Source: an optimization exercise on an open RTL-to-GDS flow (aim: a short achievable clock period and few clock cycles per item). Production flows keep margins and buffers that such runs may drop.
The RTL was checked by simulation tests, not by an equivalence proof against the original design.

## xenon
## yuv_rgb_top
module yuv_rgb_top (
	input  logic        Clock,
	input  logic        resetn,
	input  logic        in_valid,
	input  logic [15:0] in_word,
	output logic        in_credit,
	output logic        out_valid,
	output logic [23:0] out_pixel,
	input  logic        out_credit
);
	logic        r_valid;
	logic [15:0] r_word;
	logic        x_valid;
	logic [47:0] x_u, x_v;
	logic [15:0] x_y;
	logic        p_valid;
	logic [7:0]  p_y, p_u, p_v;
	logic        c_valid;
	logic [23:0] c_pixel;
	logic        slot_free;
	input_fifo u_input_fifo (
		.Clock     (Clock),
		.resetn    (resetn),
		.in_valid  (in_valid),
		.in_word   (in_word),
		.in_credit (in_credit),
		.slot_free (slot_free),
		.r_valid   (r_valid),
		.r_word    (r_word)
	);
	pair_window u_pair_window (
		.Clock   (Clock),
		.resetn  (resetn),
		.r_valid (r_valid),
		.r_word  (r_word),
		.x_valid (x_valid),
		.x_u     (x_u),
		.x_v     (x_v),
		.x_y     (x_y)
	);
	chroma_fir u_chroma_fir (
		.Clock   (Clock),
  ...
Size in the first run: about 5100 cells after synthesis, roughly 46 I/O pins.
==> flow/config.mk <==
export PLATFORM = sky130hd
export DESIGN_NAME = yuv_rgb_top
export DESIGN_NICKNAME = yuv_rgb_top
export VERILOG_FILES = /design/flow/design.v
export SDC_FILE = /design/flow/constraint.sdc
export NUM_CORES = 4
export LEC_CHECK = 0
export CAP_MARGIN = 20
export CORE_MARGIN = 2
export CORE_UTILIZATION = 40
export CTS_CLUSTER_DIAMETER = 60
export CTS_CLUSTER_SIZE = 25
export SLEW_MARGIN = 20
==> flow/constraint.sdc <==
create_clock -name core_clock -period 12.0 [get_ports {Clock}]
set_input_delay 2.4000 -clock core_clock [delete_from_list [all_inputs] [get_ports {Clock}]]
set_output_delay 2.4000 -clock core_clock [all_outputs]
set_load 0.01 [all_outputs]
standard.sh (not shown) runs the stock make flow with config.mk's settings and CLKGATE_MAP_FILE= SYNTH_SCRIPT=/design/flow/synth_recipe.tcl, a recipe that flattens the netlist after the stock synthesis.
==> flow/flow/run.sh <==
#!/bin/bash
set -euo pipefail
bash standard.sh SETUP_SLACK_MARGIN=9 finish > flow_make.log 2>&1
Testbench counts of xenon, summed over its fixed seeds: cycles 20,624, items 20,480.
### xenon -> lagoon
- CTS_CLUSTER_SIZE no longer set, was 25
- CTS_CLUSTER_DIAMETER no longer set, was 60
==> flow/flow/run.sh <==
#!/bin/bash
set -euo pipefail
bash standard.sh SETUP_SLACK_MARGIN=9 \
  "CTS_ARGS=-sink_clustering_enable -repair_clock_nets -sink_clustering_size 30 -sink_clustering_max_diameter 80 -apply_ndr full" \
  finish > flow_make.log 2>&1
Results
- The flow did not stop early for lagoon: all stages ran, and the layout cleared the timing, DRC and antenna checks.
- STATUS register-to-register slack: lagoon wins against xenon
> inputs changed (lagoon -> nickel)
==> flow/flow/run.sh <==
#!/bin/bash
set -euo pipefail
bash standard.sh SETUP_SLACK_MARGIN=9 finish > flow_make.log 2>&1
==> run summary <==
- Compared with lagoon, nickel shows a lower worst setup slack.
- Compared with lagoon, nickel shows a fraction of layout instances using a drive strength above 1 that is 1.3 points higher.
- Wire length of the first global-routing pass, nickel and lagoon: larger value in nickel
- Re area after synthesis: no difference whatsoever between nickel and lagoon.
- Utilization lagoon -> nickel: up
- Diff lagoon -> nickel: insertion delay to the later sink of the worst-skew pair went up by 50 ps, final clock period utilization by the worst path went up by 0.51 points, worst endpoint data arrival time went up by 60 ps, wire length went up by 1.7%.
- When nickel is set beside lagoon, its initial antenna violation count turns out to be 3 smaller.
Setup changes, nickel to garnet
- CORE_UTILIZATION now 70, was 40
==> run summary <==
Number of design-rule violations left by the first detailed-router iteration: garnet vs nickel up 1059. Going from nickel to garnet, global-route wire length before repair went up by 5.5%; signal arrival time at the worst endpoint went up 50 ps; longest individual stage delay on the worst path now sits higher. Compared to nickel, the routing of garnet uses more wire. The initial core utilization in garnet sits 30 points above the value recorded for nickel. Summary of garnet over nickel: final design utilization increased by 34 points relative to the old numbers; pin count of the biggest net entering global routing lower.

-- re-timing with driven ports --
In the flow no input, the clock included, has a driving cell. The finished layouts below were timed again as built, in two steps.
Step 1: set_driving_cell puts a clkbuf_16 on Clock and a buf_2 on each other input, an assumption about the parent block.
Step 2 adds t to the input delays and takes it off the output delays; t is the mean of the earliest and latest rising clock arrival at the registers after step 1. Input paths then give back, and output paths get back, about the clock's delay inside the block.
a / b / c = ideal / step 1 / step 2; a / b = the first two.
run	shift t [ns]	setup WS [ns]	worst setup path at the end	slew at the worst register clock pin (ns)
xenon	0.811	8.358 / 8.282 / 8.733	input, reset recovery	0.09 / 0.09
lagoon	0.796	8.382 / 8.306 / 8.703	input, reset recovery	0.11 / 0.11
nickel	0.857	8.322 / 8.241 / 8.717	input, reset recovery	0.06 / 0.06
garnet	0.829	8.270 / 8.199 / 8.734	input, reset recovery	0.07 / 0.07
After both steps every run listed still meets setup and hold. The worst setup slack also covers recovery checks on asynchronous resets.
